Context: an optimization exercise on an open-source flow, tuned for small area. The choices shown serve that exercise and are no tape-out recipe. Only simulation tests tie the RTL to the original design; equivalence was not proved. Power and IR drop assume default switching activity.

== v32 ==
## conv_window_gen
module conv_window_gen #(
    parameter int IMG_W = 256,
    parameter int IMG_H = 256,
    parameter int PIX_W = 8
) (
    input  logic               clk,
    input  logic               rst,
    input  logic               go,
    input  logic [PIX_W-1:0]   pix_in,
    input  logic               pix_valid,
    output logic               pix_ready,
    output logic [9*PIX_W-1:0] win_out,
    output logic               win_valid,
    input  logic               win_ready,
    output logic               busy,
    output logic               done
);
export LEC_CHECK = 0
export CAP_MARGIN = 20
export CORE_MARGIN = 2
export CORE_UTILIZATION = 70
export CTS_BUF_LIST = sky130_fd_sc_hd__clkbuf_8
export CTS_CLUSTER_DIAMETER = 50
export CTS_CLUSTER_SIZE = 18
export SLEW_MARGIN = 20
create_clock -name core_clock -period 10.0 [get_ports {clk}]
run.sh (not shown) runs the stock make flow with config.mk's settings and CLKGATE_MAP_FILE= SYNTH_SCRIPT=/design/flow/synth_recipe.tcl, a recipe that flattens the netlist after the stock synthesis.
Inputs modified between v32 and v49:
- CTS_CLUSTER_SIZE no longer set, was 18
- CTS_CLUSTER_DIAMETER no longer set, was 50
- CAP_MARGIN now 0, was 20
- ABC_AREA now 1, previously not set
- SLEW_MARGIN now 0, was 20
- CTS_ARGS now -sink_clustering_enable -repair_clock_nets -dont_use_dummy_load -sink_clustering_size 20 -sink_clustering_max_diameter 60 -buf_list sky130_fd_sc_hd__clkbuf_8, previously not set
- CTS_BUF_LIST no longer set, was sky130_fd_sc_hd__clkbuf_8
- BUFFER_PORTS_ARGS now -buffer_cell sky130_fd_sc_hd__buf_1, previously not set
==> flow/flow/run.sh (new file) <==
#!/bin/bash
# Standard layout (the standard.sh, standard synthesis unchanged) with CTS
# tuned for area: small clock buffers, no dummy loads, and port buffers of the
# smallest buffer cell.
set -euo pipefail
cd "$(dirname "$0")/.."
source flow/knobs.sh
cat >> config.mk <<EOC
export CTS_ARGS = -sink_clustering_enable -repair_clock_nets -dont_use_dummy_load -sink_clustering_size $CTS_SIZE -sink_clustering_max_diameter $CTS_DIAM -buf_list $CTS_BUFS
export BUFFER_PORTS_ARGS = -buffer_cell sky130_fd_sc_hd__buf_1
EOC
bash standard.sh finish > flow_make.log 2>&1
==> flow/flow/knobs.sh (new file) <==
CTS_SIZE=20
CTS_DIAM=60
CTS_BUFS=sky130_fd_sc_hd__clkbuf_8
==> flow/standard.sh (new file) <==
#!/bin/bash
# synth_recipe.tcl (not shown) runs the flow's synth.tcl, then flattens the netlist and writes it again
# the make line also repeats each setting of config.mk as NAME=value (left out here)
make -C /OpenROAD-flow-scripts/flow DESIGN_CONFIG=/design/flow/config.mk WORK_HOME=/design/flow/orfs CLKGATE_MAP_FILE= SYNTH_SCRIPT=/design/flow/synth_recipe.tcl "${@:-finish}"
removed: flow/run.sh
Notes after the runs:
- Compared v49 against v32; global-route usage within noise.
- | instance count of the mapped netlist | v49 vs v32 | 54 higher |
- Arrival time at the worst endpoint was lower in v49 than in v32.
- When the final numbers for v49 and v32 were put side by side, the final-layout clock buffer total turned out to be greater in v32.
[inputs] v41 vs v49
- removing ABC_AREA (formerly 1)
- setting CTS_CLUSTER_SIZE to 22 for the first time
- setting CTS_BUF_LIST to sky130_fd_sc_hd__clkbuf_8 for the first time
- changing SLEW_MARGIN from 0 to 20
- removing CTS_ARGS (formerly -sink_clustering_enable -repair_clock_nets -dont_use_dummy_load -sink_clustering_size 20 -sink_clustering_max_diameter 60 -buf_list sky130_fd_sc_hd__clkbuf_8)
- removing BUFFER_PORTS_ARGS (formerly -buffer_cell sky130_fd_sc_hd__buf_1)
- changing CAP_MARGIN from 0 to 20
- setting CTS_CLUSTER_DIAMETER to 60 for the first time
==> flow/run.sh (new file) <==
#!/bin/bash
# synth_recipe.tcl (not shown) runs the flow's synth.tcl, then flattens the netlist and writes it again
# the make line also repeats each setting of config.mk as NAME=value (left out here)
make -C /OpenROAD-flow-scripts/flow DESIGN_CONFIG=/design/flow/config.mk WORK_HOME=/design/flow/orfs CLKGATE_MAP_FILE= SYNTH_SCRIPT=/design/flow/synth_recipe.tcl finish
removed: flow/flow/run.sh
removed: flow/flow/knobs.sh
removed: flow/standard.sh
--- outcome ---
v41: no failed stages, no open violations at the end. v41 vs v49 on via density per instance: v41 is the lower one. In terms of die footprint, v49 and v41 differ only marginally. The area fraction in and, or, nand and nor cells after synthesis was comparable across v49 and v41. Final critical delay including setup and external delays (lower): v49. In v41 relative to v49, total power had gone up slightly. v49 -> v41: non-clock buffer count increased by a few percent. Count of buffering cells on the critical path with inverters included: v49 and v41 compared, lower one is v41.
diff inputs: v41 => v7
- CTS_BUF_LIST: sky130_fd_sc_hd__clkbuf_8 -> unset
- CTS_CLUSTER_SIZE: 22 -> unset
- CTS_CLUSTER_DIAMETER: 60 -> unset
==> comparison <==
Antenna diode count: v7 vs v41 down 5. Going from v41 to v7, the final design utilization was found to have gone up by 4.8 points. Any difference in maximum frequency between v41 and v7 is small enough to ignore. v7 vs v41: power density over cell area up. Total number of vias, v7 vs v41: up by a few percent. Diff v41 -> v7: number of design rule violations left after detail routing held steady; final cell count grew by 5.7%; iteration count of the initial detailed-routing pass grew by 1. Clock network latency to the later pin of the worst-skew pair (lower): v7. Compared with v41, v7 shows power in combinational cells higher by about 2%. v7 went all the way through synthesis, placement and routing and the layout is clean on timing, DRC and antenna.
The inputs of v43 differ from those of v7 as listed below.
- CTS_ARGS now -sink_clustering_enable -repair_clock_nets -dont_use_dummy_load -sink_clustering_size 20 -sink_clustering_max_diameter 80 -buf_list sky130_fd_sc_hd__clkbuf_8, previously not set
- BUFFER_PORTS_ARGS now -buffer_cell sky130_fd_sc_hd__buf_1, previously not set
==> flow/flow/run.sh (new file) <==
#!/bin/bash
# Standard layout (the standard.sh, standard synthesis unchanged) with CTS
# tuned for area: small clock buffers, no dummy loads, and port buffers of the
# smallest buffer cell.
set -euo pipefail
cd "$(dirname "$0")/.."
source flow/knobs.sh
cat >> config.mk <<EOC
export CTS_ARGS = -sink_clustering_enable -repair_clock_nets -dont_use_dummy_load -sink_clustering_size $CTS_SIZE -sink_clustering_max_diameter $CTS_DIAM -buf_list $CTS_BUFS
export BUFFER_PORTS_ARGS = -buffer_cell sky130_fd_sc_hd__buf_1
EOC
bash standard.sh finish > flow_make.log 2>&1
==> flow/flow/knobs.sh (new file) <==
CTS_SIZE=20
CTS_DIAM=80
CTS_BUFS=sky130_fd_sc_hd__clkbuf_8
==> flow/standard.sh (new file) <==
#!/bin/bash
# synth_recipe.tcl (not shown) runs the flow's synth.tcl, then flattens the netlist and writes it again
# the make line also repeats each setting of config.mk as NAME=value (left out here)
make -C /OpenROAD-flow-scripts/flow DESIGN_CONFIG=/design/flow/config.mk WORK_HOME=/design/flow/orfs CLKGATE_MAP_FILE= SYNTH_SCRIPT=/design/flow/synth_recipe.tcl "${@:-finish}"
removed: flow/run.sh
[summary]
v43: no failed stages, no open violations at the end. Delta (v43 minus v7): slew at the pin closest to its max-slew limit decreased 0.071 ns; net switching power lower; post-place setup slack now larger. Compared with v7, v43 shows a total routed wirelength that is 32,000 um lower. Taking v7 as the reference, in v43 internal power consumption went down 6.0 mW, area occupied by multi-input gates now sits at about the same level, non-clock buffer instance count of the final layout lost about 7.5%. Fraction of the core area covered by cells at the end of the flow: lower on v43. The final design instance area without fill reported for v43 is smaller than that of v7 by 6.6%. Met3 track demand over resource delta for v43 relative to v7: 0.64 points lower.
[inputs] v56 vs v43
- a change of CTS_ARGS from -sink_clustering_enable -repair_clock_nets -dont_use_dummy_load -sink_clustering_size 20 -sink_clustering_max_diameter 80 -buf_list sky130_fd_sc_hd__clkbuf_8 to -sink_clustering_enable -repair_clock_nets -dont_use_dummy_load -sink_clustering_size 20 -sink_clustering_max_diameter 45 -buf_list sky130_fd_sc_hd__clkbuf_8
==> flow/flow/knobs.sh <==
CTS_SIZE=20
CTS_DIAM=45
CTS_BUFS=sky130_fd_sc_hd__clkbuf_8
Notes after the runs:
- v56 finished all stages; the layout is clean.
- For minimum setup slack in the final design, v56 and v43 come out practically identical.
- On part of the total power dissipated in combinational logic, v43 tracks v56 almost exactly.
- Compared with v43, v56 shows a higher total non-filler cell area in the finished layout.
- Going from v43 to v56, via count picked up an extra 1.5%, standby leakage power picked up an extra about 2.2%, clock tree buffer count of the final layout picked up an extra 41%, total power picked up an extra about 4%.
- When the final numbers for v43 and v56 were put side by side, the global-route total usage across every layer turned out to be smaller in v43.

-- what the ideal ports hide --
Ports are ideal in the flow. The routed layouts listed here were re-timed in OpenROAD.
Step 1 sets driving cells, clkbuf_16 on the clock port and buf_2 on the other inputs (assumed; they add their load-dependent delay and slew).
Step 2 times the ports against the registers' clock, not the clock port: input delays grow and output delays shrink by t, the midpoint of the rising clock arrivals with the driver on.
Three values: ideal, step 1, step 2; two values: the first two.
| run | shift t [ns] | setup slack, ns | hold WS [ns] | worst setup path after step 2 | worst slew at a driven data input, ns |
|---|---|---|---|---|---|
| v32 | 1.107 | 4.685 / 4.662 / 4.420 | 0.400 / 0.400 / 0.400 | input to register | 0.03 |
| v49 | 1.024 | 5.463 / 5.441 / 4.619 | 0.382 / 0.382 / 0.382 | input to register | 0.03 |
| v41 | 1.038 | 4.676 / 4.653 / 4.413 | 0.409 / 0.409 / 0.409 | input to register | 0.03 |
| v7 | 1.005 | 4.685 / 4.661 / 4.400 | 0.402 / 0.402 / 0.402 | input to register | 0.04 |
| v43 | 1.038 | 5.445 / 5.423 / 4.782 | 0.409 / 0.409 / 0.409 | input to register | 0.04 |
| v56 | 1.069 | 5.445 / 5.423 / 4.761 | 0.356 / 0.356 / 0.356 | input to register | 0.04 |
After both steps setup and hold are still met in every run listed. For v49, which loses most, drivers alone change the setup slack by -0.022 ns; drivers and shift together by -0.844 ns.
